Context: an optimization exercise on an open-source flow, tuned for small area, a short achievable clock period and few clock cycles per item. The choices shown serve that exercise and are no tape-out recipe. In this exercise RTL edits were held to simulation tests only and were not proved equivalent to the original. No activity file was given, so power comes from the tool's default toggle rates.

### flow/design.v
package admm_pkg;
    localparam int DATA_W = 16;
    localparam int BUS_W  = 32;
    localparam int ADDR_W = 8;
    localparam int N_ELEM = 8;
    localparam int IDX_W  = 3;
    localparam int ITER_W = 16;
    function automatic [17:0] ks_add18(input logic [17:0] x, input logic [17:0] y, input logic cin);
        logic [17:0] g, p, gg, pp, gn, pn;
        g = x & y;
        p = x ^ y;
        gg = g;
        pp = p;
        gg[0] = g[0] | (p[0] & cin);
        for (int d = 1; d < 18; d = d * 2) begin
            gn = gg;
            pn = pp;
            for (int i = d; i < 18; i++) begin
                gn[i] = gg[i] | (pp[i] & gg[i-d]);
                pn[i] = pp[i] & pp[i-d];
            end
            gg = gn;
            pp = pn;
        end
        ks_add18 = p ^ {gg[16:0], cin};
    endfunction
    function automatic [17:0] add_sub18(input logic [15:0] x, input logic [15:0] y, input logic [15:0] z);
        logic [17:0] a, b, c, s, k;
        a = {{2{x[15]}}, x};
        b = {{2{y[15]}}, y};
        c = ~{{2{z[15]}}, z};
        s = a ^ b ^ c;
        k = {(a[16:0] & b[16:0]) | (a[16:0] & c[16:0]) | (b[16:0] & c[16:0]), 1'b0};
        add_sub18 = ks_add18(s, k, 1'b1);
    endfunction
    function automatic [35:0] add_sub18_pair(input logic [15:0] x, input logic [15:0] y, input logic [15:0] z);
        logic [17:0] a, b, c, s, k, g, p, gg, pp, gn, pn;
        a = {{2{x[15]}}, x};
        b = {{2{y[15]}}, y};
        c = ~{{2{z[15]}}, z};
        s = a ^ b ^ c;
        k = {(a[16:0] & b[16:0]) | (a[16:0] & c[16:0]) | (b[16:0] & c[16:0]), 1'b0};
        g = s & k;
        p = s ^ k;
        gg = g;
        pp = p;
        for (int d = 1; d < 18; d = d * 2) begin
            gn = gg;
            pn = pp;
            for (int i = d; i < 18; i++) begin
                gn[i] = gg[i] | (pp[i] & gg[i-d]);
                pn[i] = pp[i] & pp[i-d];
            end
            gg = gn;
            pp = pn;
        end
        add_sub18_pair = {p ^ {gg[16:0] | pp[16:0], 1'b1}, p ^ {gg[16:0], 1'b0}};
    endfunction
endpackage
`timescale 1ns/1ps
module admm_stage1 (
    input  logic signed [15:0] ref_i,
    input  logic signed [15:0] z_i,
    input  logic signed [15:0] y_i,
    output logic signed [15:0] x_o
);
    logic [17:0] w;
    always_comb begin
        w = admm_pkg::add_sub18(ref_i, z_i, y_i);
        if (!w[17] && w[16])      x_o = 16'sh7fff;
        else if (w[17] && !w[16]) x_o = -16'sh8000;
        else                      x_o = w[16:1];
    end
endmodule
module admm_stage2 (
    input  logic signed [15:0] x_i,
    input  logic signed [15:0] y_i,
    input  logic signed [15:0] lo_i,
    input  logic signed [15:0] hi_i,
    output logic signed [15:0] z_o,
    output logic signed [15:0] y_o
);
    logic [17:0] v;
    logic [17:0] a;
    logic [17:0] b;
    logic [17:0] b1;
    logic [17:0] ys;
    logic        lt;
    logic        gt;
    always_comb begin
        v  = admm_pkg::ks_add18({{2{x_i[15]}}, x_i}, {{2{y_i[15]}}, y_i}, 1'b0);
        a  = admm_pkg::add_sub18(x_i, y_i, lo_i);
        {b, b1} = admm_pkg::add_sub18_pair(x_i, y_i, hi_i);
        lt = a[17];
        gt = !b1[17];
        if (lt) begin
            z_o = lo_i;
            ys  = a;
        end else if (gt) begin
            z_o = hi_i;
            ys  = b;
        end else begin
            z_o = v[15:0];
            ys  = '0;
        end
        if (!ys[17] && ys[16:15] != 2'b00)     y_o = 16'sh7fff;
        else if (ys[17] && ys[16:15] != 2'b11) y_o = -16'sh8000;
        else                                   y_o = ys[15:0];
    end
endmodule
`timescale 1ns/1ps
module admm_absdiff (
    input  logic signed [15:0] a_i,
    input  logic signed [15:0] b_i,
    output logic        [15:0] m_o
);
    logic [17:0] p;
    logic [15:0] c;
    logic [15:0] t;
    logic [15:0] tn;
    always_comb begin
        p = admm_pkg::ks_add18({{2{a_i[15]}}, a_i}, ~{{2{b_i[15]}}, b_i}, 1'b1);
        c = ~p[15:0];
        t = c;
        for (int d = 1; d < 16; d = d * 2) begin
            tn = t;
            for (int i = d; i < 16; i++) tn[i] = t[i] & t[i-d];
            t = tn;
        end
        m_o = p[17] ? (c ^ {t[14:0], 1'b1}) : p[15:0];
    end
endmodule
module admm_max3 (
    input  logic [15:0] acc_i,
    input  logic        first_i,
    input  logic [15:0] m0_i,
    input  logic [15:0] m1_i,
    output logic [15:0] m01_o,
    output logic [15:0] m_o
);
    logic c01, c0a, c1a;
    always_comb begin
        c01   = m0_i >= m1_i;
        c0a   = first_i || (m0_i >= acc_i);
        c1a   = first_i || (m1_i >= acc_i);
        m01_o = c01 ? m0_i : m1_i;
        if (c01 && c0a)       m_o = m0_i;
        else if (!c01 && c1a) m_o = m1_i;
        else                  m_o = acc_i;
    end
endmodule
`timescale 1ns/1ps
module admm_solver (
    input  logic        clk,
    input  logic        rst,
    input  logic        chipselect,
    input  logic        read,
    input  logic        write,
    input  logic [7:0]  addr,
    input  logic [31:0] writedata,
    output logic [31:0] readdata
);
    localparam int N = 8;
    localparam int L = 2;
    logic [15:0] ref_r [N];
    logic [15:0] lo_r  [N];
    logic [15:0] hi_r  [N];
    logic [15:0] x_r   [N];
    logic [15:0] tol_r;
    logic [15:0] max_r;
    logic [15:0] iter_r;
    logic        busy_r;
    logic        done_r;
    logic        conv_r;
    logic        it0_r;
    logic        last_r;
    logic [1:0]  ph_r;
    logic [15:0] rd_lo;
    logic        rd_hi;
    logic       wr_op;
    logic       cfg_wr;
    logic       start_now;
    logic [2:0] elem;
    logic [4:0] blk;
    assign wr_op     = chipselect && write;
    assign cfg_wr    = wr_op && !busy_r;
    assign elem      = addr[2:0];
    assign blk       = addr[7:3];
    assign start_now = cfg_wr && (addr == 8'd0) && writedata[0];
    logic       v2_r, v3_r, v4_r;
    logic [1:0] p2_r, p3_r, p4_r;
    logic       issue;
    logic       stop;
    assign issue = busy_r || start_now;
    logic [15:0] q2_x  [L];
    logic [15:0] q2_y  [L];
    logic [15:0] q2_zo [L];
    logic [15:0] q2_lo [L];
    logic [15:0] q2_hi [L];
    logic [15:0] q3_x  [L];
    logic [15:0] q3_z  [L];
    logic [15:0] q3_zo [L];
    logic [15:0] q3_y  [L];
    logic [15:0] q4_x  [L];
    logic [15:0] q4_z  [L];
    logic [15:0] q4_md [L];
    logic [15:0] q4_me [L];
    logic [15:0] q4_y  [L];
    logic [15:0] q4_zo [L];
    logic [15:0] q1_z  [L];
    logic [15:0] q1_y  [L];
    logic [15:0] q1_r  [L];
    logic [15:0] s1_x  [L];
    logic [15:0] s1_z  [L];
    logic [15:0] s1_y  [L];
    logic [15:0] s2_z  [L];
    logic [15:0] s2_y  [L];
    logic [15:0] s3_md [L];
    logic [15:0] s3_me [L];
    function automatic [15:0] pick(input logic [8*16-1:0] vec, input logic [1:0] p, input int j);
        case (p)
            2'd0: pick = vec[16*(0 + j) +: 16];
            2'd1: pick = vec[16*(2 + j) +: 16];
            2'd2: pick = vec[16*(4 + j) +: 16];
            default: pick = vec[16*(6 + j) +: 16];
        endcase
    endfunction
    logic [8*16-1:0] ref_p, lo_p, hi_p;
    always_comb begin
        for (int i = 0; i < N; i++) begin
            ref_p[16*i +: 16] = ref_r[i];
            lo_p[16*i +: 16]  = lo_r[i];
            hi_p[16*i +: 16]  = hi_r[i];
        end
    end
    logic       zmask;
    logic       zmask_r;
    logic       t2_it0_r, t3_it0_r;
    logic [1:0] ph_nx;
    assign ph_nx = busy_r ? ph_r + 2'd1 : {1'b0, start_now};
    always_ff @(posedge clk or posedge rst) begin
        if (rst) zmask_r <= 1'b1;
        else     zmask_r <= start_now || !busy_r || stop || (it0_r && ph_r != 2'd3);
    end
    assign zmask = zmask_r;
    genvar g;
    generate
        for (g = 0; g < L; g++) begin : g_lane
            assign s1_z[g] = zmask ? 16'd0 : q1_z[g];
            assign s1_y[g] = zmask ? 16'd0 : q1_y[g];
            admm_stage1 u_s1 (
                .ref_i (q1_r[g]),
                .z_i   (s1_z[g]),
                .y_i   (s1_y[g]),
                .x_o   (s1_x[g])
            );
            admm_stage2 u_s2 (
                .x_i  (q2_x[g]),
                .y_i  (q2_y[g]),
                .lo_i (q2_lo[g]),
                .hi_i (q2_hi[g]),
                .z_o  (s2_z[g]),
                .y_o  (s2_y[g])
            );
            admm_absdiff u_d (.a_i(q3_x[g]), .b_i(q3_z[g]),  .m_o(s3_md[g]));
            admm_absdiff u_e (.a_i(q3_z[g]), .b_i(t3_it0_r ? 16'd0 : q3_zo[g]), .m_o(s3_me[g]));
        end
    endgenerate
    always_ff @(posedge clk) begin
        for (int j = 0; j < L; j++) begin
            q2_x[j]  <= s1_x[j];
            q2_y[j]  <= s1_y[j];
            q2_lo[j] <= pick(lo_p, ph_r, j);
            q2_hi[j] <= pick(hi_p, ph_r, j);
            q3_x[j]  <= q2_x[j];
            q3_z[j]  <= s2_z[j];
            q3_y[j]  <= s2_y[j];
            q4_x[j]  <= q3_x[j];
            q4_z[j]  <= q3_z[j];
            q4_md[j] <= s3_md[j];
            q4_me[j] <= s3_me[j];
            q4_y[j]  <= q3_y[j];
            q1_r[j]  <= (cfg_wr && addr == 8'(8 + j)) ? writedata[15:0] : pick(ref_p, ph_nx, j);
            q1_y[j]  <= q4_y[j];
            if (busy_r) begin
                q1_z[j]  <= q4_z[j];
                q2_zo[j] <= q1_z[j];
                q3_zo[j] <= q2_zo[j];
                q4_zo[j] <= q3_zo[j];
            end
        end
        t2_it0_r <= zmask;
        t3_it0_r <= t2_it0_r;
    end
    logic        ok_pair;
    logic        ok_acc_r;
    logic        conv_all;
    logic        it_end;
    logic [15:0] acc_p_r;
    logic [15:0] acc_d_r;
    logic [15:0] f_p;
    logic [15:0] f_d;
    logic        first4;
    logic [15:0] m_p;
    logic [15:0] m_d;
    admm_max3 u_max_p (.acc_i(acc_p_r), .first_i(first4), .m0_i(q4_md[0]), .m1_i(q4_md[1]), .m01_o(m_p), .m_o(f_p));
    admm_max3 u_max_d (.acc_i(acc_d_r), .first_i(first4), .m0_i(q4_me[0]), .m1_i(q4_me[1]), .m01_o(m_d), .m_o(f_d));
    assign ok_pair  = (m_p <= tol_r) && (m_d <= tol_r);
    assign first4   = (p4_r == 2'd0);
    assign conv_all = ok_pair && (first4 || ok_acc_r);
    assign it_end   = v4_r && (p4_r == 2'd3);
    assign stop     = it_end && (conv_all || last_r);
    always_ff @(posedge clk) begin
        ok_acc_r <= conv_all;
    end
    always_ff @(posedge clk or posedge rst) begin
        if (rst) begin
            acc_p_r <= '0;
            acc_d_r <= '0;
        end else if (v4_r) begin
            acc_p_r <= f_p;
            acc_d_r <= f_d;
        end
    end
    logic [15:0] limit;
    assign limit = (max_r == 16'd0) ? 16'd1 : max_r;
    always_ff @(posedge clk or posedge rst) begin
        if (rst) begin
            busy_r <= 1'b0;
            done_r <= 1'b0;
            conv_r <= 1'b0;
            it0_r  <= 1'b0;
            last_r <= 1'b0;
            ph_r   <= '0;
            iter_r <= '0;
            v2_r   <= 1'b0;
            v3_r   <= 1'b0;
            v4_r   <= 1'b0;
            p2_r   <= '0;
            p3_r   <= '0;
            p4_r   <= '0;
            tol_r  <= '0;
            max_r  <= 16'd1;
        end else begin
            v2_r   <= issue && !stop;
            v3_r   <= v2_r && !stop;
            v4_r   <= v3_r && !stop;
            p2_r   <= ph_r;
            p3_r   <= p2_r;
            p4_r   <= p3_r;
            last_r <= (iter_r + 16'd1) >= limit;
            if (start_now) begin
                busy_r <= 1'b1;
                done_r <= 1'b0;
                conv_r <= 1'b0;
                it0_r  <= 1'b1;
                iter_r <= '0;
                ph_r   <= 2'd1;
            end else if (busy_r) begin
                ph_r <= ph_r + 2'd1;
                if (ph_r == 2'd3) it0_r <= 1'b0;
                if (it_end) begin
                    iter_r <= iter_r + 16'd1;
                end
                if (stop) begin
                    busy_r <= 1'b0;
                    done_r <= 1'b1;
                    conv_r <= conv_all;
                    ph_r   <= '0;
                end
            end
            if (cfg_wr && addr == 8'd3) tol_r <= writedata[15:0];
            if (cfg_wr && addr == 8'd4) max_r <= writedata[15:0];
        end
    end
    always_ff @(posedge clk) begin
        for (int i = 0; i < N; i++) begin
            if (v4_r && p4_r == 2'(i / 2)) begin
                x_r[i] <= q4_x[i % 2];
            end
            if (cfg_wr && blk == 5'd1 && elem == 3'(i)) ref_r[i] <= writedata[15:0];
            if (cfg_wr && blk == 5'd2 && elem == 3'(i)) lo_r[i]  <= writedata[15:0];
            if (cfg_wr && blk == 5'd3 && elem == 3'(i)) hi_r[i]  <= writedata[15:0];
        end
    end
    logic [15:0] rd_val;
    logic        rd_sx;
    always_comb begin
        rd_val = '0;
        rd_sx  = 1'b0;
        case (blk)
            5'd0: begin
                case (elem)
                    3'd1: rd_val = stop ? {13'd0, conv_all, 2'b10} : {13'd0, conv_r, done_r, busy_r};
                    3'd2: rd_val = iter_r;
                    3'd3: rd_val = tol_r;
                    3'd4: rd_val = max_r;
                    3'd5: rd_val = acc_p_r;
                    3'd6: rd_val = acc_d_r;
                    default: rd_val = '0;
                endcase
            end
            5'd1: begin rd_val = ref_r[elem]; rd_sx = 1'b1; end
            5'd2: begin rd_val = lo_r[elem];  rd_sx = 1'b1; end
            5'd3: begin rd_val = hi_r[elem];  rd_sx = 1'b1; end
            5'd4: begin rd_val = x_r[elem];   rd_sx = 1'b1; end
            5'd5: begin
                case (elem[2:1])
                    2'd0: rd_val = q4_zo[elem[0]];
                    2'd1: rd_val = q3_zo[elem[0]];
                    2'd2: rd_val = q2_zo[elem[0]];
                    default: rd_val = q1_z[elem[0]];
                endcase
                rd_sx = 1'b1;
            end
            default: ;
        endcase
    end
    always_ff @(posedge clk) begin
        rd_lo <= rd_val;
        rd_hi <= rd_sx && rd_val[15];
    end
    assign readdata = {{16{rd_hi}}, rd_lo};
endmodule
`timescale 1ns/1ps
module admm_top (
    input  logic        clk,
    input  logic        rst,
    input  logic        chipselect,
    input  logic        read,
    input  logic        write,
    input  logic [7:0]  addr,
    input  logic [31:0] writedata,
    output logic [31:0] readdata
);
    admm_solver u_solver (
        .clk        (clk),
        .rst        (rst),
        .chipselect (chipselect),
        .read       (read),
        .write      (write),
        .addr       (addr),
        .writedata  (writedata),
        .readdata   (readdata)
    );
endmodule
### flow/flow/run.sh
#!/bin/bash
# Standard layout, with timing repair aiming for extra setup slack so the
# critical paths are sized for a shorter period than the 13 ns constraint.
set -euo pipefail
bash standard.sh finish SETUP_SLACK_MARGIN=8 > flow_make.log 2>&1
### flow/standard.sh
#!/bin/bash
# synth_recipe.tcl (not shown) runs the flow's synth.tcl, then flattens the netlist and writes it again
# the make line also repeats each setting of config.mk as NAME=value (left out here)
make -C /OpenROAD-flow-scripts/flow DESIGN_CONFIG=/design/flow/config.mk WORK_HOME=/design/flow/orfs CLKGATE_MAP_FILE= SYNTH_SCRIPT=/design/flow/synth_recipe.tcl "${@:-finish}"
### flow/config.mk
export PLATFORM = sky130hd
export DESIGN_NAME = admm_top
export DESIGN_NICKNAME = admm_top
export VERILOG_FILES = /design/flow/design.v
export SDC_FILE = /design/flow/constraint.sdc
export NUM_CORES = 4
export LEC_CHECK = 0
export CAP_MARGIN = 20
export CORE_MARGIN = 2
export CORE_UTILIZATION = 40
export CTS_BUF_LIST = sky130_fd_sc_hd__clkbuf_8
export SLEW_MARGIN = 20
### flow/constraint.sdc
create_clock -name core_clock -period 13.0 [get_ports {clk}]
set_input_delay 2.6000 -clock core_clock [delete_from_list [all_inputs] [get_ports {clk}]]
set_output_delay 2.6000 -clock core_clock [all_outputs]
set_load 0.01 [all_outputs]
==> results_dict.tcl, run 1 <==
set metrics [dict create \
    cp_slowest_cell "a31oi_1" \
    place_ws_ns 5.943 \
    layout_common_cells "edfxtp_1 (640), inv_1 (621), dfxtp_1 (468), a21oi_1 (359), ha_1 (343)" \
    max_stage_delay_ns 0.93 \
    rr_worst_depth 15 \
    ys_seq_area_frac 0.5234 \
    dieHeight_um 388.9 \
    initial_core_util 0.4018 \
    core_area_um2 147500 \
    synth_edf_count 640 \
    syn_nets 5864 \
    ir_drop_mv 0.2427 \
    numCtsBuffers 198 \
    clk_path_buf_depth 3 \
    synthesis.area_per_instance_um2 11.05 \
    cp.depth 8 \
    insertion_delay_ns 0.96 \
    row_count 141 \
    grt_usage 0.2698 \
    drt-vias-per-instance 5.831 \
    dp_hpwl_um 149300 \
    crit_type "input port to flip-flop" \
    dieArea_um2 151300 \
    critPathLaunch "addr[1]" \
    fin_skew_ns 0.05477 \
    synth_flop_cell "edfxtp_1" \
    drive_gt1_frac 0.1031 \
    port_buffers 59 \
    max_slew_margin 0.2400 \
    maxCapViolCount 0 \
    cp-endpoint "u_solver.rd_lo[11]" \
    period_share 0.4010 \
    netlist_instances 5364 \
    grt_overflow 0 \
    fill_cells 13600 \
    status "complete, no violations" \
    r2r-start "u_solver.zmask_r" \
    critPathMaxFanout 46 \
    ant_nets 0 \
    yosysUniqueCellTypes 88 \
    fmax_ghz 0.1918 \
    worst_pin_slew_ns 1.108 \
    power_density_nw_per_um2 267.7 \
    p_leak_uw 0.02711 \
    first_pass_iters 11 \
    tns_ns 0 \
    routed_wl_um 207800 \
    hold_viol 0 \
    area_growth_pct 13.15 \
    root_buffer "clkbuf_8" \
    grt_max_degree 79 \
    finalWorstSetupSlack_ns 7.787 \
    cp_num_buf_inv 4 \
    worst_r2r_endpoint "u_solver.q2_x[0][7]" \
    drc 0 \
    slew_violations 0 \
    drt_iter0_markers 5817 \
    fin_cells 7614 \
    cp_cell_sequence "buf_8 > clkinv_1 > buf_4 > nand2_1 > buf_4 > o221ai_1 > a31oi_1 > nand4_1" \
    synth_top_area_frac 0.3243 \
    async_flop_share 0.08050 \
    hold_class "flip-flop to flip-flop" \
    yosysTopAreaCell "edfxtp_1" \
    routed-via-count 44400 \
    cts.htree.levels 4 \
    design.portCount 77 \
    antenna_found_initial 26 \
    grt_pass1_wl_um 294800 \
    path_clk_slew_ns 0.07 \
    rsz0062_at_grt "true" \
    r2r_slack_ns 8.21 \
    cp.required_ns 13.74 \
    cp-end-kind "flip-flop" \
    cts_tree "built" \
    gp_congestion 0.9731 \
    ys_ff_latch 1205 \
    yosysWarnings 58 \
    dp_cells 7206 \
    setup_violations 0 \
    cp_common_cell "buf_4" \
    period_minus_slack_ns 5.213 \
    worstPathArrival_ns 5.95 \
    wl_per_cell_um 27.30 \
    yosys-top-cells-area "edfxtp_1 (32%), dfxtp_1 (16%), ha_1 (7.3%), dfrtp_1 (4.0%), fa_1 (3.6%)" \
    mostFrequentLayoutCell "edfxtp_1" \
    syn_area_um2 59260 \
    startpoint_type "input port" \
    cts.sinks 1205 \
    grt_pass1_vias 42030 \
    die_w_um 388.9 \
    nets 5987 \
    crit_family "compound AO/OA/AOI/OAI gates" \
]
synth_stat cells, types with 41 or more instances:
cell type,instances
edfxtp_1,640
inv_1,563
dfxtp_1,468
a21oi_1,362
ha_1,347
o21ai_0,322
nand2_1,300
nor2_1,260
clkbuf_1,187
a22oi_1,130
xnor2_1,119
mux2i_1,110
fa_1,108
nand2b_1,108
a222oi_1,99
dfrtp_1,95
xor2_1,90
nor2b_1,80
a21o_1,78
nor3_1,61
o22ai_1,61
a31oi_1,59
mux2_2,54
nand3_1,45
a211oi_1,42
a221oi_1,41
area by class of cell:
type                       count  area, um2  share of cell area
sequential                  1205      31020              0.4626
multi-input combinational   3351      25610              0.3819
clock buffer                 231       3179             0.04741
tap                         1930       2415             0.03601
inverter                     565       2131             0.03178
timing repair buffer         166       1524             0.02273
clock inverter               145       1121             0.01672
antenna                       21      52.55           0.0007837
power breakdown:
part	leakage, uW	switching (uW)	internal, uW
sequential	0.0108	842	4870
combinational	0.0139	5270	3390
clock	0.00242	1640	1940
worst min path at each step:
stage / start / endpoint / slack [ns] / cells after the start
floorplan: u_solver.q4_y[0][0] / u_solver.q1_y[0][0] / 0.31 / 0
global placement: u_solver.q4_y[1][3] / u_solver.q1_y[1][3] / 0.31 / 0
detailed placement: u_solver.q4_y[0][11] / u_solver.q1_y[0][11] / 0.31 / 0
CTS: u_solver.q3_y[1][14] / u_solver.q4_y[1][14] / 0.32 / 0
global route: u_solver.q4_y[0][7] / u_solver.q1_y[0][7] / 0.33 / 0
finish: u_solver.q4_y[0][10] / u_solver.q1_y[0][10] / 0.31 / 0
registers in the layout, indices dropped and copies added, names as in the netlist, 128 cells and up:
register,count
u_solver.x_r,128
u_solver.ref_r,128
u_solver.lo_r,128
u_solver.hi_r,128
routing by layer:
metal | track usage | vias to the layer above | share of wire
li1 | - | 19840 | -
met1 | 0.3690 | 21660 | 0.41
met2 | 0.3946 | 2455 | 0.43
met3 | 0.05168 | 434 | 0.096
met4 | 0.1667 | 8 | 0.065
met5 | 0 | - | 0.00027
per-stage QoR:
stage	power (uW)	utilization	hold slack, ns	cell area [um2]
after detailed placement	14160	0.4216	0.3121	62180
after global routing	19120	0.4545	0.3261	67040
after global placement	14040	0.4215	0.3095	62170
final	17950	0.4546	0.3137	67050
after CTS	17840	0.4529	0.3196	66790
after floorplan	11330	-	0.3096	59280
what timing repair did:
action                                  in CTS  in global routing
endpoints found under the setup margin     279                148
setup buffers                                4                  6
gates resized for setup                     62                 24
hold buffers                                 0                  0
pin swaps                                    2                  6
cells by family (layout without fill, tap and decap cells):
| group | Yosys count | after routing | synth area share |
|---|---|---|---|
| other cells | 0 | 21 | 0 |
| xor+xnor | 209 | 209 | 0.03089 |
| buf+inv | 808 | 1107 | 0.05232 |
| flops | 1205 | 1205 | 0.5234 |
| mux | 172 | 172 | 0.03188 |
| compound gates | 1512 | 1512 | 0.1707 |
| simple gates | 1001 | 1001 | 0.08071 |
| fa+ha+maj | 457 | 457 | 0.1101 |
Testbench counts, summed over its fixed seeds: cycles 12,724, solves 192.
==> run 2: changes to the inputs <==
--- a/flow/flow/run.sh
+++ b/flow/flow/run.sh
@@ -4,2 +4,2 @@
 set -euo pipefail
-bash standard.sh finish SETUP_SLACK_MARGIN=8 > flow_make.log 2>&1
+bash standard.sh finish SETUP_SLACK_MARGIN=8.5 > flow_make.log 2>&1
--- a/flow/config.mk
+++ b/flow/config.mk
@@ -7,3 +7,3 @@
 export LEC_CHECK = 0
-export CAP_MARGIN = 20
+export CAP_MARGIN = 5
 export CORE_MARGIN = 2
@@ -11,2 +11,2 @@
 export CTS_BUF_LIST = sky130_fd_sc_hd__clkbuf_8
-export SLEW_MARGIN = 20
+export SLEW_MARGIN = 5
==> results_dict.tcl, run 2 <==
set metrics [dict create \
    cp-end-kind "flip-flop" \
    gp_congestion 0.9362 \
    grt_pass1_wl_um 294300 \
    fin_cells 7660 \
    ys_seq_area_frac 0.5234 \
    yosys-top-cells-count "edfxtp_1 (640), inv_1 (563), dfxtp_1 (468)" \
    yosysWarnings 58 \
    dp_hpwl_um 150400 \
    worstPathArrival_ns 5.38 \
    layout_common_cells "edfxtp_1 (640), inv_1 (619), dfxtp_1 (456), a21oi_1 (350), ha_1 (331)" \
    synth.most_common_cell "edfxtp_1" \
    nets 6032 \
    async_flop_share 0.08050 \
    clk_path_buf_depth 3 \
    cp_common_cell "a31oi_1" \
    maxCapViolCount 0 \
    min_from "u_solver.q4_y[1][2]" \
    mostFrequentLayoutCell "edfxtp_1" \
    rsz0062_at_grt "true" \
    p_total_uw 18250 \
    core_area_um2 147500 \
    r2r-start "u_solver.zmask_r" \
    p_leak_uw 0.02765 \
    critPathLaunch "addr[0]" \
    synth_flop_cell "edfxtp_1" \
    drt_iter0_markers 5813 \
    syn_nets 5864 \
    area_growth_pct 15.23 \
    drc 0 \
    insertion_delay_ns 0.98 \
    yosysUniqueCellTypes 88 \
    drt-vias-per-instance 5.794 \
    synth_top_area_frac 0.3243 \
    ys_ff_latch 1205 \
    synth_edf_count 640 \
    port_buffers 59 \
    grt_usage 0.2703 \
    cts.sinks 1205 \
    period_minus_slack_ns 4.669 \
    hold_viol 0 \
    routed-via-count 44380 \
    drive_gt1_frac 0.1241 \
    crit_type "input port to flip-flop" \
    grt_pass1_vias 41320 \
    place_ws_ns 6.248 \
    numCtsBuffers 199 \
    ir_drop_mv 0.2771 \
    period_share 0.3592 \
    yosys-top-cells-area "edfxtp_1 (32%), dfxtp_1 (16%), ha_1 (7.3%), dfrtp_1 (4.0%), fa_1 (3.6%)" \
    yosysTopAreaCell "edfxtp_1" \
    cts.htree.levels 4 \
    r2r_slack_ns 8.51 \
    path_clk_slew_ns 0.06 \
    cp.required_ns 13.71 \
    max_stage_delay_ns 0.48 \
    synthesis.area_per_instance_um2 11.05 \
    layout.area.seq_um2 31040 \
    dp_cells 7197 \
    grt_overflow 0 \
    dieArea_um2 151300 \
    netlist_instances 5364 \
    cp_cell_sequence "buf_6 > buf_8 > nor3_2 > buf_4 > a22o_1 > a221oi_1 > a31oi_1 > a31oi_1 > nand3_1" \
    hold_class "flip-flop to flip-flop" \
    fin_skew_ns 0.09630 \
    hold_buffers 0 \
    worst_pin_slew_ns 1.206 \
    wl_per_cell_um 27.51 \
    status "complete, no violations" \
    initial_core_util 0.4018 \
    cts_tree "built" \
    routed_wl_um 210700 \
    first_pass_iters 10 \
    syn_area_um2 59260 \
    setup_violations 0 \
    root_buffer "clkbuf_8" \
    power_density_nw_per_um2 267.2 \
    slew_violations 0 \
    design.portCount 77 \
    dieHeight_um 388.9 \
    cp_slowest_cell "a31oi_1" \
    die_w_um 388.9 \
    fill_cells 13490 \
    ant_nets 0 \
    startpoint_type "input port" \
    critPathMaxFanout 45 \
    fmax_ghz 0.2142 \
    multi_input_area_um2 26140 \
    finalWorstSetupSlack_ns 8.331 \
    grt_max_degree 83 \
    max_slew_margin 0.1957 \
    row_count 141 \
    tns_ns 0 \
    antenna_found_initial 18 \
]
-- run 2: cell counts after synthesis --
Identical to the previous run, type by type.
-- run 2: power by group --
group | internal [uW] | switching (uW)
clock network | 1920 | 1630
registers | 4870 | 876
logic | 3610 | 5350
-- run 2: logic make-up after synthesis --
logic type,count (synthesis),synth area share
multiplexers,172,0.03188
XOR/XNOR,209,0.03089
flip-flops,1205,0.5234
adder cells (fa/ha/maj),457,0.1101
AO/OA/AOI/OAI,1512,0.1707
AND/OR/NAND/NOR,1001,0.08071
buffers and inverters,808,0.05232
-- run 2: metrics by stage --
| step | util | area (um2) | hold WS [ns] |
|---|---|---|---|
| floorplan | - | 59400 | 0.3096 |
| CTS | 0.4566 | 67340 | 0.2877 |
| global placement | 0.4217 | 62200 | 0.3098 |
| finish | 0.4630 | 68290 | 0.2891 |
| global route | 0.4629 | 68260 | 0.2996 |
| detailed placement | 0.4217 | 62200 | 0.3121 |
-- run 2: worst paths after layout --
check,to,cells after the start
setup / recovery,u_solver.rd_lo[4],9
hold reg to reg,u_solver.q1_y[1][2],0
hold / removal,u_solver.q1_y[1][2],0
max in group asynchronous,u_solver.busy_r,3
min in group asynchronous,u_solver.acc_p_r[9],2
setup reg to reg,u_solver.q2_x[0][13],17
-- run 2: critical path: cells and delay by family --
family | cells | cell delay (ns)
compound gates | 4 | 1.15
simple gates | 2 | 0.48
buf+inv | 3 | 1.03
-- run 2: metal layers --
| metal | global-route usage | wire (um) | vias to the layer above |
|---|---|---|---|
| met4 | 0.1590 | 13440 | 2 |
| met2 | 0.3947 | 89730 | 2394 |
| li1 | - | - | 19950 |
| met1 | 0.3685 | 86990 | 21620 |
| met5 | 0 | 13 | - |
| met3 | 0.05942 | 20530 | 422 |
-- run 2: timing repair --
action                                  4_1_cts  5_1_grt
gates cloned                                  3        4
setup buffers                                28       29
endpoints found under the setup margin      545      229
gates resized for setup                     149      109
pin swaps                                    19       32
-- run 2: layout make-up --
class	count	share of cell area
antenna	25	0.0009161
clock buffer	232	0.04676
clock inverter	142	0.01552
inverter	565	0.03141
multi-input combinational	3352	0.3829
sequential	1205	0.4546
tap	1930	0.03536
timing repair buffer	208	0.03252
timing repair inverter	1	0.00007329
==> run 3: changes to the inputs <==
--- a/flow/flow/run.sh
+++ b/flow/flow/run.sh
@@ -4,2 +4,2 @@
 set -euo pipefail
-bash standard.sh finish SETUP_SLACK_MARGIN=8.5 > flow_make.log 2>&1
+bash standard.sh finish SETUP_SLACK_MARGIN=8.75 > flow_make.log 2>&1
--- a/flow/config.mk
+++ b/flow/config.mk
@@ -7,6 +7,5 @@
 export LEC_CHECK = 0
-export CAP_MARGIN = 5
+export CAP_MARGIN = 20
 export CORE_MARGIN = 2
 export CORE_UTILIZATION = 40
-export CTS_BUF_LIST = sky130_fd_sc_hd__clkbuf_8
-export SLEW_MARGIN = 5
+export SLEW_MARGIN = 20
==> results_dict.tcl, run 3 <==
set metrics [dict create \
    yosysTopAreaCell "edfxtp_1" \
    drive_gt1_frac 0.1357 \
    async_flop_share 0.08050 \
    ant_nets 0 \
    startpoint_type "input port" \
    pwr-share-seq 0.304 \
    nets 6019 \
    ys_seq_area_frac 0.5234 \
    syn_area_um2 59260 \
    fin_skew_ns 0.03664 \
    synth_edf_count 640 \
    wl_per_cell_um 29.04 \
    hold_viol 0 \
    dieArea_um2 151300 \
    first_pass_iters 9 \
    row_count 141 \
    r2r_slack_ns 8.75 \
    drc 0 \
    worst_pin_slew_ns 1.197 \
    path_clk_slew_ns 0.06 \
    setup_violations 0 \
    antenna_found_initial 26 \
    ir_drop_mv 0.3405 \
    p_total_uw 18980 \
    power_density_nw_per_um2 271.3 \
    place_area_um2 62280 \
    dp_hpwl_um 149300 \
    drt_iter0_markers 6377 \
    cts.sinks 1205 \
    gp_congestion 0.9370 \
    worst_r2r_endpoint "u_solver.ph_r[0]" \
    core_area_um2 147500 \
    p_leak_uw 0.02809 \
    synth_flop_cell "edfxtp_1" \
    synth_top_area_frac 0.3243 \
    grt_pass1_vias 42000 \
    min_from "u_solver.q3_y[0][5]" \
    hold_end "u_solver.q4_y[0][5]" \
    slew_violations 0 \
    synth.most_common_cell "edfxtp_1" \
    netlist_instances 5364 \
    pwr-share-comb 0.492 \
    fill_cells 13210 \
    mostFrequentLayoutCell "edfxtp_1" \
    critPathMaxFanout 19 \
    r2r-start "u_solver.q4_md[0][0]" \
    insertion_delay_ns 0.80 \
    area_growth_pct 18.06 \
    yosysUniqueCellTypes 88 \
    drt-vias-per-instance 5.939 \
    rr_worst_depth 22 \
    cp.required_ns 13.64 \
    dieHeight_um 388.9 \
    grt_pass1_wl_um 306200 \
    synthesis.area_per_instance_um2 11.05 \
    p_int_uw 10880 \
    clk_path_buf_depth 3 \
    hold_class "flip-flop to flip-flop" \
    cp_slowest_cell "a222oi_1" \
    crit_type "input port to flip-flop" \
    root_buffer "clkbuf_16" \
    cp_cell_sequence "buf_16 > clkinv_16 > buf_16 > nand2_1 > buf_12 > nor2_2 > buf_6 > a222oi_1 > a31oi_4 > a31oi_4 > o2111ai_4 > o21a_2" \
    clkPwrFrac 0.204 \
    tns_ns 0 \
    yosysWarnings 58 \
    worstPathArrival_ns 4.96 \
    initial_core_util 0.4018 \
    ys_ff_latch 1205 \
    yosys-top-cells-count "edfxtp_1 (640), inv_1 (563), dfxtp_1 (468)" \
    cts_tree "built" \
    syn_nets 5864 \
    layout_common_cells "edfxtp_1 (640), inv_1 (553), dfxtp_1 (442), a21oi_1 (343), ha_1 (335)" \
    final_design_area_no_fill_um2 69960 \
    grt_max_degree 73 \
    die_w_um 388.9 \
    period_minus_slack_ns 4.320 \
    max_slew_margin 0.1794 \
    fmax_ghz 0.2315 \
    period_share 0.3323 \
    p_sw_frac 0.4269 \
    cp-end-kind "flip-flop" \
    max_stage_delay_ns 0.40 \
    yosys-top-cells-area "edfxtp_1 (32%), dfxtp_1 (16%), ha_1 (7.3%), dfrtp_1 (4.0%), fa_1 (3.6%)" \
    grt_usage 0.2829 \
    design.portCount 77 \
    numCtsBuffers 133 \
    switchingPower_uw 8102 \
    hold_depth 0 \
    routed-via-count 45020 \
    cts.htree.levels 4 \
    routed_wl_um 220100 \
    port_buffers 59 \
    rsz0062_at_grt "true" \
    grt_overflow 0 \
    status "complete, no violations" \
    maxCapViolCount 0 \
]
[run 3: per-layer routing]
layer	routed length, um	vias to the layer above	share of wire	track usage
li1	-	19910	-	-
met1	87320	21880	0.40	0.3825
met2	92010	2705	0.42	0.4118
met3	24930	516	0.11	0.06546
met4	15800	6	0.072	0.1717
met5	40	-	0.00018	0
[run 3: area by class of cell]
class                      count  area (um2)  share of cell area
antenna                       20       50.05           0.0007153
clock buffer                 188        3809             0.05444
clock inverter                58       658.1            0.009407
inverter                     565        2176             0.03110
multi-input combinational   3352       26740              0.3821
sequential                  1205       31070              0.4442
tap                         1930        2415             0.03451
timing repair buffer         261        3040             0.04346
timing repair inverter         1       5.005          0.00007153
[run 3: what timing repair did]
action / in CTS / in global routing
pin swaps: 42 / 48
cloned: 19 / 6
buffers inserted: 50 / 55
resized for setup: 291 / 131
endpoints found under the setup margin: 583 / 398
hold buffers: 0 / 0
[run 3: per-stage QoR]
stage               setup WS [ns]  hold WS (ns)  utilization  std cells
finish                      8.680        0.3199       0.4744       7580
global route                8.612        0.3250       0.4743       7573
CTS                         8.541        0.3230       0.4669       7499
detailed placement          6.324        0.3121       0.4223       7184
global placement            6.317        0.3100       0.4223       7184
floorplan                   8.423        0.3096            -       5364
[run 3: worst max path at each step]
stage / startpoint / end / slack, ns / cells past startpoint
final: addr[2] / u_solver.rd_hi / 8.68 / 12
after global routing: u_solver.q4_md[0][0] / u_solver.ph_r[0] / 8.61 / 22
after CTS: addr[2] / u_solver.rd_hi / 8.54 / 12
after detailed placement: addr[2] / u_solver.rd_hi / 6.32 / 12
after global placement: addr[2] / u_solver.rd_hi / 6.32 / 12
after floorplan: addr[0] / u_solver.hi_r[1][0] / 8.42 / 7
[run 3: power by group through the flow]
stage	clock network, uW	registers (uW)	logic (uW)
2_1_floorplan	0	5230	6120
3_3_place_gp	0	5800	8290
3_5_place_dp	0	5800	8380
4_1_cts	3910	5730	8890
5_1_grt	4050	5790	10200
6_report	3880	5770	9330
[run 3: worst max-delay path, delay by kind of cell]
family	cells	cell delay, ns
AOI/OAI and AO/OA	5	1.34
buffers and inverters	5	0.78
and+or+nand+nor	2	0.17
[run 3: cells by family (layout without fill, tap and decap cells)]
kind of cell,count (synthesis),in the layout,synth area share
other,0,20,0
adder cells (fa/ha/maj),457,457,0.1101
AND/OR/NAND/NOR,1001,1001,0.08071
AO/OA/AOI/OAI,1512,1513,0.1707
multiplexers,172,172,0.03188
flip-flops,1205,1205,0.5234
XOR/XNOR,209,209,0.03089
buffers and inverters,808,1073,0.05232
==> run 4: changes to the inputs <==
--- a/flow/flow/run.sh
+++ b/flow/flow/run.sh
@@ -4,2 +4,2 @@
 set -euo pipefail
-bash standard.sh finish SETUP_SLACK_MARGIN=8.75 > flow_make.log 2>&1
+bash standard.sh finish SETUP_SLACK_MARGIN=9 > flow_make.log 2>&1
==> results_dict.tcl, run 4 <==
set metrics [dict create \
    netlist_instances 5364 \
    synthSimpleGateAreaFrac 0.08071 \
    drt-vias-per-instance 6.047 \
    status "complete, no violations" \
    grt_overflow 0 \
    muxShareOfSynthArea 0.03188 \
    crit_type "flip-flop to flip-flop" \
    dieArea_um2 151300 \
    fmax_ghz 0.2324 \
    maxCapViolCount 0 \
    synthesis.area_per_instance_um2 11.05 \
    fill_cells 12810 \
    synth_edf_count 640 \
    first_pass_iters 8 \
    ys_ff_latch 1205 \
    fin_skew_ns 0.04819 \
    async_flop_share 0.08050 \
    critPathMaxFanout 6 \
    startpoint_type "flip-flop" \
    yosys-top-cells-count "edfxtp_1 (640), inv_1 (563), dfxtp_1 (468)" \
    tns_ns 0 \
    ant_nets 0 \
    synth_compound_area_frac 0.1707 \
    p_total_uw 19570 \
    dieHeight_um 388.9 \
    wl_per_cell_um 29.89 \
    root_buffer "clkbuf_16" \
    yosysWarnings 58 \
    synth_top_area_frac 0.3243 \
    mostFrequentLayoutCell "edfxtp_1" \
    synthXorXnorAreaFrac 0.03089 \
    synth_top_family_by_area "compound AO/OA/AOI/OAI gates" \
    nets 6161 \
    cts_tree "built" \
    syn_area_um2 59260 \
    drive_gt1_frac 0.1968 \
    yosysUniqueCellTypes 88 \
    fin_util 0.4981 \
    max_slew_margin 0.2304 \
    final_design_area_no_fill_um2 73460 \
    yosys-top-cells-area "edfxtp_1 (32%), dfxtp_1 (16%), ha_1 (7.3%), dfrtp_1 (4.0%), fa_1 (3.6%)" \
    hold_class "flip-flop to flip-flop" \
    grt_pass1_vias 43200 \
    die_w_um 388.9 \
    cp-end-kind "flip-flop" \
    grt_usage 0.2892 \
    synthAdderAreaFrac 0.1101 \
    synth.most_common_cell "edfxtp_1" \
    ir_drop_mv 0.2434 \
    routed_wl_um 230600 \
    p_leak_uw 0.02940 \
    design.portCount 77 \
    holdWs_ns 0.3009 \
    core_area_um2 147500 \
    clk_path_buf_depth 3 \
    routed-via-count 46660 \
    ys_seq_area_frac 0.5234 \
    dp_hpwl_um 150400 \
    worst_pin_slew_ns 1.146 \
    numCtsBuffers 132 \
    drc 0 \
    cp.required_ns 13.66 \
    grt_max_degree 76 \
    drt_iter0_markers 6776 \
    gp_congestion 0.9592 \
    hold_buffers 0 \
    cts.sinks 1205 \
    yosysTopAreaCell "edfxtp_1" \
    period_share 0.3310 \
    port_buffers 59 \
    initial_core_util 0.4018 \
    period_minus_slack_ns 4.303 \
    slew_violations 0 \
    worstPathArrival_ns 4.96 \
    place_area_um2 62450 \
    insertion_delay_ns 0.79 \
    antenna_found_initial 23 \
    grt_pass1_wl_um 313200 \
    synth_flop_cell "edfxtp_1" \
    hold_viol 0 \
    setup_violations 0 \
    layout_common_cells "edfxtp_1 (640), inv_1 (546), dfxtp_1 (428), ha_1 (314), a21oi_1 (306)" \
    power_density_nw_per_um2 266.4 \
    row_count 141 \
    path_clk_slew_ns 0.06 \
    rsz0062_at_grt "true" \
    syn_nets 5864 \
    area_growth_pct 23.95 \
    cts.htree.levels 4 \
]
[run 4: cell counts after synthesis]
No cell type changed its count.
[run 4: layout make-up]
cell class,count,area (um2),area share
Sequential cell,1205,31100,0.4234
Inverter,565,2195,0.02988
Clock buffer,189,3889,0.05294
Multi-Input combinational cell,3357,27990,0.3810
Tap cell,1930,2415,0.03287
Clock inverter,55,615.6,0.008380
Antenna cell,14,35.03,0.0004769
Timing Repair inverter,2,21.27,0.0002896
Timing Repair Buffer,398,5199,0.07077
[run 4: path summary, 6_finish.rpt]
kind | from | endpoint | slack [ns] | depth (start not counted)
max | u_solver.q4_md[0][0] | u_solver.ph_r[0] | 8.70 | 23
min | u_solver.q4_y[1][5] | u_solver.q1_y[1][5] | 0.30 | 0
max reg2reg | u_solver.q4_md[0][0] | u_solver.ph_r[0] | 8.70 | 23
min reg2reg | u_solver.q4_y[1][5] | u_solver.q1_y[1][5] | 0.30 | 0
max in group asynchronous | rst | u_solver.iter_r[8] | 9.38 | 4
min in group asynchronous | rst | u_solver.acc_p_r[10] | 2.39 | 3
[run 4: worst max-delay path: stages (launching register included)]
cell	delay [ns]
dfxtp_2	0.35
inv_2	0.06
ha_4	0.20
nand2b_4	0.13
a21o_1	0.15
a21o_1	0.17
a211o_1	0.27
o2111ai_2	0.07
a211oi_2	0.12
o22ai_4	0.21
buf_6	0.14
buf_12	0.11
mux2_4	0.31
ha_4	0.22
nor2b_4	0.12
o21a_1	0.16
o21a_1	0.19
o21bai_2	0.19
a21oi_4	0.09
o32ai_4	0.10
o2111a_2	0.33
o21a_4	0.23
nor2b_4	0.05
o31a_1	0.23
[run 4: cells by family (layout without fill, tap and decap cells)]
kind of cell	after synthesis	count (layout)
adders and majority gates	457	457
muxes	172	172
buffers and inverters	808	1209
AOI/OAI and AO/OA	1512	1514
other	0	14
xor gates and xnor gates	209	209
DFF	1205	1205
and+or+nand+nor	1001	1005
[run 4: metrics by stage]
| step | instances | setup WS [ns] |
|---|---|---|
| after floorplan | 5364 | 8.628 |
| after global placement | 7184 | 6.248 |
| after detailed placement | 7184 | 6.240 |
| after CTS | 7591 | 8.721 |
| after global routing | 7709 | 8.541 |
| final | 7715 | 8.697 |
[run 4: repair_timing]
item | 4_1_cts | 5_1_grt
resized for setup | 508 | 348
setup buffers | 132 | 96
cloned | 31 | 14
endpoints found under the setup margin | 600 | 371
pin swaps | 78 | 143
[run 4: power by group]
part           switching, uW  internal, uW
Clock                   1610          2280
Sequential               897          4880
Combinational           5770          4130
Total                   8280         11300
[run 4: routing by layer]
metal  up-vias  track usage  share of wire  routed length, um
met5         -            0        0.00015                 35
met4         6       0.1975          0.079              18300
met3       593      0.06325           0.11              25380
met2      2948       0.4217           0.42              97380
met1     22900       0.3844           0.39              89500
li1      20210            -              -                  -
==> run 5: changes to the inputs <==
--- a/flow/design.v
+++ b/flow/design.v
@@ -282,3 +282,5 @@
             q4_y[j]  <= q3_y[j];
-            q1_r[j]  <= (cfg_wr && addr == 8'(8 + j)) ? writedata[15:0] : pick(ref_p, ph_nx, j);
+            if (cfg_wr && addr == 8'(8 + j)) q1_r[j] <= writedata[15:0];
+            else if (stop)                   q1_r[j] <= ref_r[j];
+            else                             q1_r[j] <= pick(ref_p, ph_nx, j);
             q1_y[j]  <= q4_y[j];
--- a/flow/flow/run.sh
+++ b/flow/flow/run.sh
@@ -4,2 +4,2 @@
 set -euo pipefail
-bash standard.sh finish SETUP_SLACK_MARGIN=9 > flow_make.log 2>&1
+bash standard.sh finish SETUP_SLACK_MARGIN=8.75 > flow_make.log 2>&1
==> results_dict.tcl, run 5 <==
set metrics [dict create \
    synth.most_common_cell "edfxtp_1" \
    critPathMaxFanout 8 \
    yosysTopAreaCell "edfxtp_1" \
    async_flop_share 0.08050 \
    ys_ff_latch 1205 \
    gp_congestion 0.9404 \
    cts_tree "built" \
    cp-end-kind "flip-flop" \
    dieArea_um2 152300 \
    power_density_nw_per_um2 231.0 \
    top_layer "met5" \
    grt_pass1_vias 43060 \
    grt_overflow 0 \
    yosys-top-cells-count "edfxtp_1 (640), inv_1 (558), dfxtp_1 (468)" \
    layout_common_cells "edfxtp_1 (640), inv_1 (545), dfxtp_1 (447), nand2_1 (375), ha_1 (330)" \
    clk_path_buf_depth 3 \
    synth_edf_count 640 \
    fin_skew_ns 0.05698 \
    drt-vias-per-instance 5.978 \
    route.met3.wl_um 25170 \
    root_buffer "clkbuf_16" \
    port_buffers 59 \
    routed-via-count 46400 \
    dp_cells 7312 \
    fin_cells 7761 \
    routed_wl_um 222800 \
    syn_nets 5984 \
    synth_flop_cell "edfxtp_1" \
    path_clk_slew_ns 0.06 \
    ir_drop_mv 0.1443 \
    period_share 0.3682 \
    period_minus_slack_ns 4.787 \
    holdWs_ns 0.2993 \
    insertion_delay_ns 0.79 \
    fill_cells 13130 \
    yosysWarnings 58 \
    dieHeight_um 390.2 \
    p_leak_uw 0.02906 \
    drc 0 \
    grt_pass1_wl_um 309200 \
    die_w_um 390.2 \
    fmax_ghz 0.2089 \
    hold_viol 0 \
    mostFrequentLayoutCell "edfxtp_1" \
    rsz0062_at_grt "true" \
    slew_violations 0 \
    hold_class "flip-flop to flip-flop" \
    place_area_um2 62670 \
    drt_iter0_markers 6758 \
    synth_top_area_frac 0.3221 \
    layout.area.seq_um2 31060 \
    r2r_slack_ns 8.31 \
    tns_ns 0 \
    first_pass_iters 9 \
    netlist_instances 5484 \
    max_slew_margin 0.1581 \
    design.portCount 77 \
    initial_core_util 0.4036 \
    met2_length_um 93880 \
    synthesis.area_per_instance_um2 10.88 \
    setup_violations 0 \
    wl_met1_um 89330 \
    area_growth_pct 20.05 \
    dp_hpwl_um 148800 \
    core_area_um2 147800 \
    grt_max_degree 78 \
    final_design_area_no_fill_um2 71640 \
    ys_seq_area_frac 0.5198 \
    grt_usage 0.2833 \
    maxCapViolCount 0 \
    cp.required_ns 13.66 \
    worst_pin_slew_ns 1.228 \
    hold_buffers 0 \
    drive_gt1_frac 0.1462 \
    yosys-top-cells-area "edfxtp_1 (32%), dfxtp_1 (16%), ha_1 (7.3%), dfrtp_1 (4.0%), fa_1 (3.6%)" \
    crit_type "input port to flip-flop" \
    worstPathArrival_ns 5.45 \
    ant_nets 0 \
    cts.htree.levels 4 \
    nets 6197 \
    yosysUniqueCellTypes 81 \
    antenna_found_initial 23 \
    syn_area_um2 59670 \
    multi_input_area_um2 27450 \
    row_count 141 \
    numCtsBuffers 133 \
    startpoint_type "input port" \
    status "complete, no violations" \
    wl_per_cell_um 28.70 \
    cts.sinks 1205 \
]
==> run 5: worst paths after layout <==
check	from	to	cells after the start
max	addr[7]	u_solver.q1_r[0][12]	12
min	u_solver.q4_y[1][4]	u_solver.q1_y[1][4]	0
max reg2reg	u_solver.q4_me[1][10]	u_solver.q1_r[0][7]	22
min reg2reg	u_solver.q4_y[1][4]	u_solver.q1_y[1][4]	0
max in group asynchronous	rst	u_solver.busy_r	4
min in group asynchronous	rst	u_solver.acc_p_r[6]	2
==> run 5: layout make-up <==
cell class                      count  area share
Tap cell                         1930     0.03371
Sequential cell                  1205      0.4336
Multi-Input combinational cell   3477      0.3832
Antenna cell                       24   0.0008384
Clock buffer                      177     0.05175
Inverter                          559     0.02957
Timing Repair Buffer              321     0.05696
Clock inverter                     68     0.01037
==> run 5: power by group <==
| part | switching, uW | internal [uW] | total (uW) |
|---|---|---|---|
| combinational | 4250 | 2990 | 7230 |
| sequential | 736 | 4740 | 5470 |
| clock | 1630 | 2210 | 3840 |
| total | 6610 | 9940 | 16500 |
==> run 5: through the flow <==
stage                       util  power [uW]  setup WS [ns]
after floorplan                -        9886          8.324
after global placement    0.4239       11950          6.277
after detailed placement  0.4239       12020          6.280
after CTS                 0.4762       16260          8.299
after global routing      0.4844       17460          8.174
final                     0.4845       16550          8.213
==> run 5: cells by family (layout without fill, tap and decap cells) <==
logic type               after synthesis  in the layout  synth area share
flip-flops                          1205           1205            0.5198
other                                  0             24                 0
XOR/XNOR                             206            206           0.03024
multiplexers                         178            178           0.03212
AO/OA/AOI/OAI                       1499           1501            0.1685
adder cells (fa/ha/maj)              457            457            0.1093
buffers and inverters                810           1125           0.05196
AND/OR/NAND/NOR                     1129           1135           0.08798
==> run 5: timing repair <==
action,CTS,global route
gates resized for setup,358,183
endpoints found under the setup margin,598,365
buffers inserted,107,30
pin swaps,79,95
gates cloned,31,8
==> run 5: per-layer routing <==
metal,vias to the layer above,track usage
li1,20400,-
met5,-,0
met3,540,0.07384
met2,2825,0.4115
met4,10,0.1647
met1,22630,0.3809
==> run 5: critical path, stage by stage <==
cell	delay [ns]
clkdlybuf4s50_1	0.49
nor3_4	0.19
buf_12	0.15
nor3b_4	0.19
buf_6	0.18
nand2_1	0.24
nor2_4	0.28
o21ai_4	0.11
a21oi_4	0.23
a21bo_4	0.34
a22oi_2	0.30
a21oi_2	0.13
Testbench counts of run 5, summed over its fixed seeds: cycles 12,724, solves 192.
==> run 6: changes to the inputs <==
--- a/flow/flow/run.sh
+++ b/flow/flow/run.sh
@@ -4,2 +4,2 @@
 set -euo pipefail
-bash standard.sh finish SETUP_SLACK_MARGIN=8.75 > flow_make.log 2>&1
+bash standard.sh finish SETUP_SLACK_MARGIN=8.65 > flow_make.log 2>&1
==> results_dict.tcl, run 6 <==
set metrics [dict create \
    status "complete, no violations" \
    synth_flop_cell "edfxtp_1" \
    setup_violations 0 \
    layout_common_cells "edfxtp_1 (640), inv_1 (547), dfxtp_1 (442), nand2_1 (376), ha_1 (333)" \
    nets 6200 \
    tns_ns 0 \
    cts.sinks 1205 \
    p_leak_uw 0.02903 \
    rsz0062_at_grt "true" \
    port_buffers 59 \
    hold_class "flip-flop to flip-flop" \
    row_count 141 \
    slew_violations 0 \
    pwr-share-seq 0.323 \
    hold_viol 0 \
    root_buffer "clkbuf_16" \
    maxCapViolCount 0 \
    period_minus_slack_ns 4.793 \
    grt_usage 0.2838 \
    fmax_ghz 0.2087 \
    cp_slowest_cell "nor3_1" \
    max_slew_margin 0.2746 \
    max_stage_delay_ns 0.64 \
    yosys-top-cells-count "edfxtp_1 (640), inv_1 (558), dfxtp_1 (468)" \
    worst_pin_slew_ns 1.080 \
    synth_top_area_frac 0.3221 \
    critPathMaxFanout 30 \
    design.portCount 77 \
    cts.htree.levels 4 \
    crit_family "simple AND/OR/NAND/NOR gates" \
    drive_gt1_frac 0.1397 \
    synthesis.area_per_instance_um2 10.88 \
    mostFrequentLayoutCell "edfxtp_1" \
    cp-end-kind "flip-flop" \
    cp_num_buf_inv 5 \
    cp.required_ns 13.62 \
    switchingPower_uw 6845 \
    gp_congestion 0.9359 \
    die_w_um 390.2 \
    async_flop_share 0.08050 \
    initial_core_util 0.4036 \
    period_share 0.3687 \
    grt_overflow 0 \
    fin_skew_ns 0.04779 \
    grt_max_degree 72 \
    routed-via-count 46640 \
    insertion_delay_ns 0.80 \
    first_pass_iters 9 \
    dp_hpwl_um 148300 \
    cp_cell_sequence "buf_16 > buf_16 > buf_12 > or3_4 > buf_12 > buf_16 > o221ai_2 > o211ai_1 > nor3_1 > o21ai_2" \
    cts_tree "built" \
    dieHeight_um 390.2 \
    pwr-share-comb 0.442 \
    routed_wl_um 223200 \
    netlist_instances 5484 \
    drt-vias-per-instance 6.016 \
    synth.most_common_cell "edfxtp_1" \
    fill_cells 13080 \
    p_int_uw 10090 \
    crit_type "input port to flip-flop" \
    cp_common_cell "buf_16" \
    ir_drop_mv 0.1672 \
    core_area_um2 147800 \
    drc 0 \
    synth_edf_count 640 \
    dieArea_um2 152300 \
    syn_nets 5984 \
    clk_path_buf_depth 3 \
    hold_buffers 0 \
    grt_pass1_wl_um 309600 \
    grt_pass1_vias 43530 \
    power_density_nw_per_um2 236.5 \
    p_sw_frac 0.4043 \
    yosysUniqueCellTypes 81 \
    ant_nets 0 \
    numCtsBuffers 133 \
    worstPathArrival_ns 5.41 \
    ys_ff_latch 1205 \
    area_growth_pct 19.96 \
    clkPwrFrac 0.235 \
    antenna_found_initial 28 \
    drt_iter0_markers 6438 \
    wl_per_cell_um 28.79 \
    ys_seq_area_frac 0.5198 \
    yosysWarnings 58 \
    syn_area_um2 59670 \
    yosys-top-cells-area "edfxtp_1 (32%), dfxtp_1 (16%), ha_1 (7.3%), dfrtp_1 (4.0%), fa_1 (3.6%)" \
    path_clk_slew_ns 0.06 \
    p_total_uw 16930 \
    startpoint_type "input port" \
    yosysTopAreaCell "edfxtp_1" \
]
run 6: cell counts after synthesis:
No cell type changed its count.
run 6: repair_timing:
action / in CTS / in global routing
gates resized for setup: 346 / 106
endpoints found under the setup margin: 596 / 258
setup buffers: 110 / 42
pin swaps: 81 / 49
cloned: 32 / 6
run 6: power by group through the flow:
stage | combinational [uW] | sequential [uW] | clock, uW
after floorplan | 4810 | 5060 | 0
after global placement | 6620 | 5510 | 0
after detailed placement | 6710 | 5520 | 0
after CTS | 7210 | 5450 | 4010
after global routing | 8180 | 5500 | 4150
final | 7490 | 5470 | 3970
run 6: layer usage:
layer / up-vias / track usage / part of all wire
met3: 631 / 0.08058 / 0.12
met4: 14 / 0.1768 / 0.073
met5: - / 0.004785 / 0.00070
met1: 22680 / 0.3700 / 0.39
met2: 2898 / 0.4147 / 0.42
li1: 20420 / - / -
run 6: layout make-up:
cell class | instances | area (um2) | area share
diodes | 10 | 25.02 | 0.0003496
clock buffers | 185 | 3822 | 0.05340
clock inverters | 63 | 814.5 | 0.01138
inverters | 559 | 2148 | 0.03001
multi-input cells | 3475 | 27110 | 0.3787
flip-flops and latches | 1205 | 31070 | 0.4340
well taps | 1930 | 2415 | 0.03374
repair buffers | 326 | 4180 | 0.05840
run 6: logic make-up after synthesis:
family                   after synthesis  share of synthesized area
AO/OA/AOI/OAI                       1499                     0.1685
buffers and inverters                810                    0.05196
multiplexers                         178                    0.03212
XOR/XNOR                             206                    0.03024
flip-flops                          1205                     0.5198
AND/OR/NAND/NOR                     1129                    0.08798
adder cells (fa/ha/maj)              457                     0.1093
run 6: worst paths after layout:
| kind | start | to | slack [ns] | cells after the start |
|---|---|---|---|---|
| setup / recovery | addr[1] | u_solver.rd_lo[0] | 8.21 | 10 |
| hold / removal | u_solver.q4_y[1][9] | u_solver.q1_y[1][9] | 0.32 | 0 |
| setup reg to reg | u_solver.q4_md[0][0] | u_solver.q1_r[0][11] | 8.23 | 25 |
| hold reg to reg | u_solver.q4_y[1][9] | u_solver.q1_y[1][9] | 0.32 | 0 |
| max in group asynchronous | rst | u_solver.busy_r | 9.20 | 3 |
| min in group asynchronous | rst | u_solver.acc_p_r[2] | 2.34 | 2 |
run 6: stage by stage:
stage / std cells / utilization / hold WS, ns / worst slack [ns] / cell area [um2]
final: 7753 / 0.4842 / 0.3193 / 8.207 / 71580
after detailed placement: 7304 / 0.4238 / 0.3121 / 6.144 / 62660
after global routing: 7744 / 0.4840 / 0.3238 / 8.143 / 71560
after global placement: 7304 / 0.4238 / 0.3095 / 6.202 / 62660
after floorplan: 5484 / - / 0.3096 / 8.198 / 59970
after CTS: 7694 / 0.4774 / 0.3182 / 8.385 / 70570
==> run 7: changes to the inputs <==
--- a/flow/design.v
+++ b/flow/design.v
@@ -239,3 +239,3 @@
     logic [1:0] ph_nx;
-    assign ph_nx = busy_r ? ph_r + 2'd1 : {1'b0, start_now};
+    assign ph_nx = busy_r ? ph_r + 2'd1 : 2'd1;
     always_ff @(posedge clk or posedge rst) begin
@@ -251,3 +251,3 @@
             admm_stage1 u_s1 (
-                .ref_i (q1_r[g]),
+                .ref_i (busy_r ? q1_r[g] : ref_r[g]),
                 .z_i   (s1_z[g]),
@@ -282,5 +282,3 @@
             q4_y[j]  <= q3_y[j];
-            if (cfg_wr && addr == 8'(8 + j)) q1_r[j] <= writedata[15:0];
-            else if (stop)                   q1_r[j] <= ref_r[j];
-            else                             q1_r[j] <= pick(ref_p, ph_nx, j);
+            q1_r[j]  <= pick(ref_p, ph_nx, j);
             q1_y[j]  <= q4_y[j];
--- a/flow/flow/run.sh
+++ b/flow/flow/run.sh
@@ -4,2 +4,2 @@
 set -euo pipefail
-bash standard.sh finish SETUP_SLACK_MARGIN=8.65 > flow_make.log 2>&1
+bash standard.sh finish SETUP_SLACK_MARGIN=8.75 > flow_make.log 2>&1
==> results_dict.tcl, run 7 <==
set metrics [dict create \
    ir_drop_mv 0.2124 \
    routed_wl_um 226900 \
    syn_area_um2 60430 \
    insertion_delay_ns 0.81 \
    antenna_found_initial 26 \
    worst_pin_slew_ns 1.072 \
    port_buffers 59 \
    period_share 0.3483 \
    tns_ns 0 \
    gp_congestion 0.9620 \
    crit_family "compound AO/OA/AOI/OAI gates" \
    root_buffer "clkbuf_16" \
    drt-vias-per-instance 6.004 \
    grt_pass1_wl_um 315100 \
    die_w_um 392.7 \
    cts_tree "built" \
    yosysWarnings 58 \
    dieArea_um2 154200 \
    dieHeight_um 392.7 \
    grt_usage 0.2875 \
    hold_buffers 0 \
    p_total_uw 17100 \
    max_stage_delay_ns 0.56 \
    grt_max_degree 72 \
    hold_class "flip-flop to flip-flop" \
    max_slew_margin 0.2855 \
    slew_violations 0 \
    path_clk_slew_ns 0.06 \
    syn_nets 6008 \
    setup_violations 0 \
    cp-end-kind "flip-flop" \
    cts.htree.levels 4 \
    layout_common_cells "edfxtp_1 (640), inv_1 (544), dfxtp_1 (445), nand2_1 (327), ha_1 (321)" \
    drc 0 \
    synth_flop_cell "edfxtp_1" \
    yosysTopAreaCell "edfxtp_1" \
    cts.sinks 1205 \
    synthesis.area_per_instance_um2 10.97 \
    period_minus_slack_ns 4.528 \
    ys_seq_area_frac 0.5133 \
    rsz0062_at_grt "true" \
    netlist_instances 5508 \
    grt_pass1_vias 44300 \
    async_flop_share 0.08050 \
    maxCapViolCount 0 \
    worstPathArrival_ns 5.20 \
    cp.required_ns 13.68 \
    fin_skew_ns 0.03811 \
    routed-via-count 47170 \
    clk_path_buf_depth 3 \
    status "complete, no violations" \
    area_growth_pct 19.86 \
    grt_overflow 0 \
    cp_num_buf_inv 6 \
    nets 6217 \
    power_density_nw_per_um2 236.1 \
    mostFrequentLayoutCell "edfxtp_1" \
    cp_slowest_cell "dfrtp_4" \
    first_pass_iters 8 \
    core_area_um2 150000 \
    dp_hpwl_um 152400 \
    drive_gt1_frac 0.1581 \
    numCtsBuffers 135 \
    fin_util 0.4830 \
    design.portCount 77 \
    drt_iter0_markers 6683 \
    synth_top_area_frac 0.3180 \
    row_count 142 \
    p_leak_uw 0.02852 \
    wl_per_cell_um 28.88 \
    synth.most_common_cell "edfxtp_1" \
    yosys-top-cells-count "edfxtp_1 (640), inv_1 (558), dfxtp_1 (468)" \
    ys_ff_latch 1205 \
    cp_cell_sequence "buf_12 > buf_6 > buf_12 > mux2i_4 > fa_1 > inv_2 > ha_4 > a211o_1 > o311ai_4 > a21oi_2 > a41o_1 > o211ai_1 > nor4b_4 > buf_4 > buf_6 > or2_4 > nand2_1 > a221o_1" \
    crit_type "flip-flop to flip-flop" \
    hold_viol 0 \
    synth_edf_count 640 \
    yosysUniqueCellTypes 103 \
    fmax_ghz 0.2209 \
    ant_nets 0 \
    startpoint_type "flip-flop" \
    holdWs_ns 0.3239 \
    yosys-top-cells-area "edfxtp_1 (32%), dfxtp_1 (16%), ha_1 (7.2%), dfrtp_1 (3.9%), fa_1 (3.6%)" \
    initial_core_util 0.4030 \
    critPathMaxFanout 6 \
]
## run 7: cell types whose count changed in the layout (fill, tap and decap cells not counted), moves of 17 or more
cell | previous run | this run
mux2i_1 | 123 | 143
mux2_2 | 44 | 65
o221ai_1 | 17 | 37
xor2_1 | 71 | 89
o211ai_1 | 69 | 27
a22o_1 | 37 | 13
nand2_1 | 376 | 327
xnor2_1 | 132 | 115
a21o_1 | 91 | 65
## run 7: cell type report
type	instances	area, um2
multi-input combinational	3503	28400
sequential	1205	31060
timing repair buffer	307	3775
clock inverter	73	735.7
clock buffer	178	3692
timing repair inverter	3	25.02
inverter	562	2197
fill	13520	77520
tap	2016	2522
antenna	9	22.52
## run 7: timing repair
item                       CTS  global route
cloned                      20             4
pin swaps                   86            56
gates resized for setup    355           129
hold endpoints to repair     0             0
buffers inserted           130            26
setup endpoints to repair  556            99
## run 7: power breakdown
part	switching, uW	internal, uW
logic	4820	3080
clock network	1680	2180
registers	625	4720
## run 7: worst register-to-register path: stages, from the launching register on
cell and delay (ns):
dfrtp_4 0.56, buf_12 0.18, buf_6 0.12, buf_12 0.14, mux2i_4 0.40, fa_1 0.48
inv_2 0.09, ha_4 0.21, a211o_1 0.30, o311ai_4 0.33, a21oi_2 0.12, a41o_1 0.20
o211ai_1 0.21, nor4b_4 0.27, buf_4 0.16, buf_6 0.11, or2_4 0.16, nand2_1 0.07
a221o_1 0.30
## run 7: path summary, 6_finish.rpt
path / start / to / slack, ns / depth (start not counted)
max: u_solver.busy_r / u_solver.q2_x[1][2] / 8.47 / 18
min in group asynchronous: rst / u_solver.iter_r[0] / 2.36 / 3
min reg2reg: u_solver.q4_y[1][14] / u_solver.q1_y[1][14] / 0.32 / 0
min: u_solver.q4_y[1][14] / u_solver.q1_y[1][14] / 0.32 / 0
max in group asynchronous: rst / u_solver.acc_p_r[6] / 9.45 / 4
max reg2reg: u_solver.busy_r / u_solver.q2_x[1][2] / 8.47 / 18
## run 7: stage by stage
step / area, um2 / instances / setup slack [ns]
finish: 72430 / 7856 / 8.472
global route: 72410 / 7849 / 8.393
CTS: 71540 / 7816 / 8.531
detailed placement: 63650 / 7415 / 6.209
global placement: 63640 / 7415 / 6.221
floorplan: 61100 / 5508 / 7.496
## run 7: cell families after synthesis
logic type,after synthesis,share of synthesized area
and+or+nand+nor,1141,0.09013
DFF,1205,0.5133
buffers and inverters,804,0.05125
xor gates and xnor gates,208,0.03015
adders and majority gates,465,0.1093
muxes,254,0.04563
AOI/OAI and AO/OA,1431,0.1603
## run 7: layer usage
metal	part of all wire	vias up	GRT usage
met1	0.39	23080	0.3735
met2	0.42	2890	0.4249
li1	-	20540	-
met4	0.070	8	0.1671
met3	0.12	649	0.08437
met5	0.00022	-	0
Testbench counts of run 7, summed over its fixed seeds: cycles 12,724, solves 192.

[what the ideal ports hide]
The flow's constraints put no driver on any port. The routed layouts listed below were extracted and timed again, unchanged, in two steps. Step 1 sets driving cells, clkbuf_16 on the clock port and buf_2 on the other inputs (assumed; they add their load-dependent delay and slew). Step 2, shift: input delay + t, output delay - t, t = (earliest + latest rising clock arrival at the registers) / 2. This alone moves slack from input paths to output paths. Three values: no drivers, after step 1, after step 2; two values: the first two.
| run | t (ns) | setup WS [ns] | worst register clock-pin slew, ns | worst data-port slew with drivers (ns) | cell pins on the clock port's net |
|---|---|---|---|---|---|
| run 1 | 1.006 | 7.787 / 7.814 / 6.808 | 0.07 / 0.07 | 0.08 | 1 |
| run 2 | 1.002 | 8.331 / 8.358 / 7.355 | 0.07 / 0.07 | 0.13 | 1 |
| run 3 | 0.855 | 8.680 / 8.544 / 7.689 | 0.07 / 0.07 | 0.24 | 1 |
| run 4 | 0.837 | 8.697 / 8.532 / 7.695 | 0.07 / 0.07 | 0.27 | 1 |
| run 5 | 0.836 | 8.213 / 8.266 / 7.430 | 0.07 / 0.07 | 0.39 | 1 |
| run 6 | 0.859 | 8.207 / 8.123 / 7.264 | 0.07 / 0.07 | 0.29 | 1 |
| run 7 | 0.885 | 8.472 / 8.448 / 7.563 | 0.07 / 0.07 | 0.29 | 1 |
After both steps every run listed still meets setup and hold. The setup slack of run 4, which loses most, moves by -0.165 ns with the drivers and by -1.002 ns with both steps.
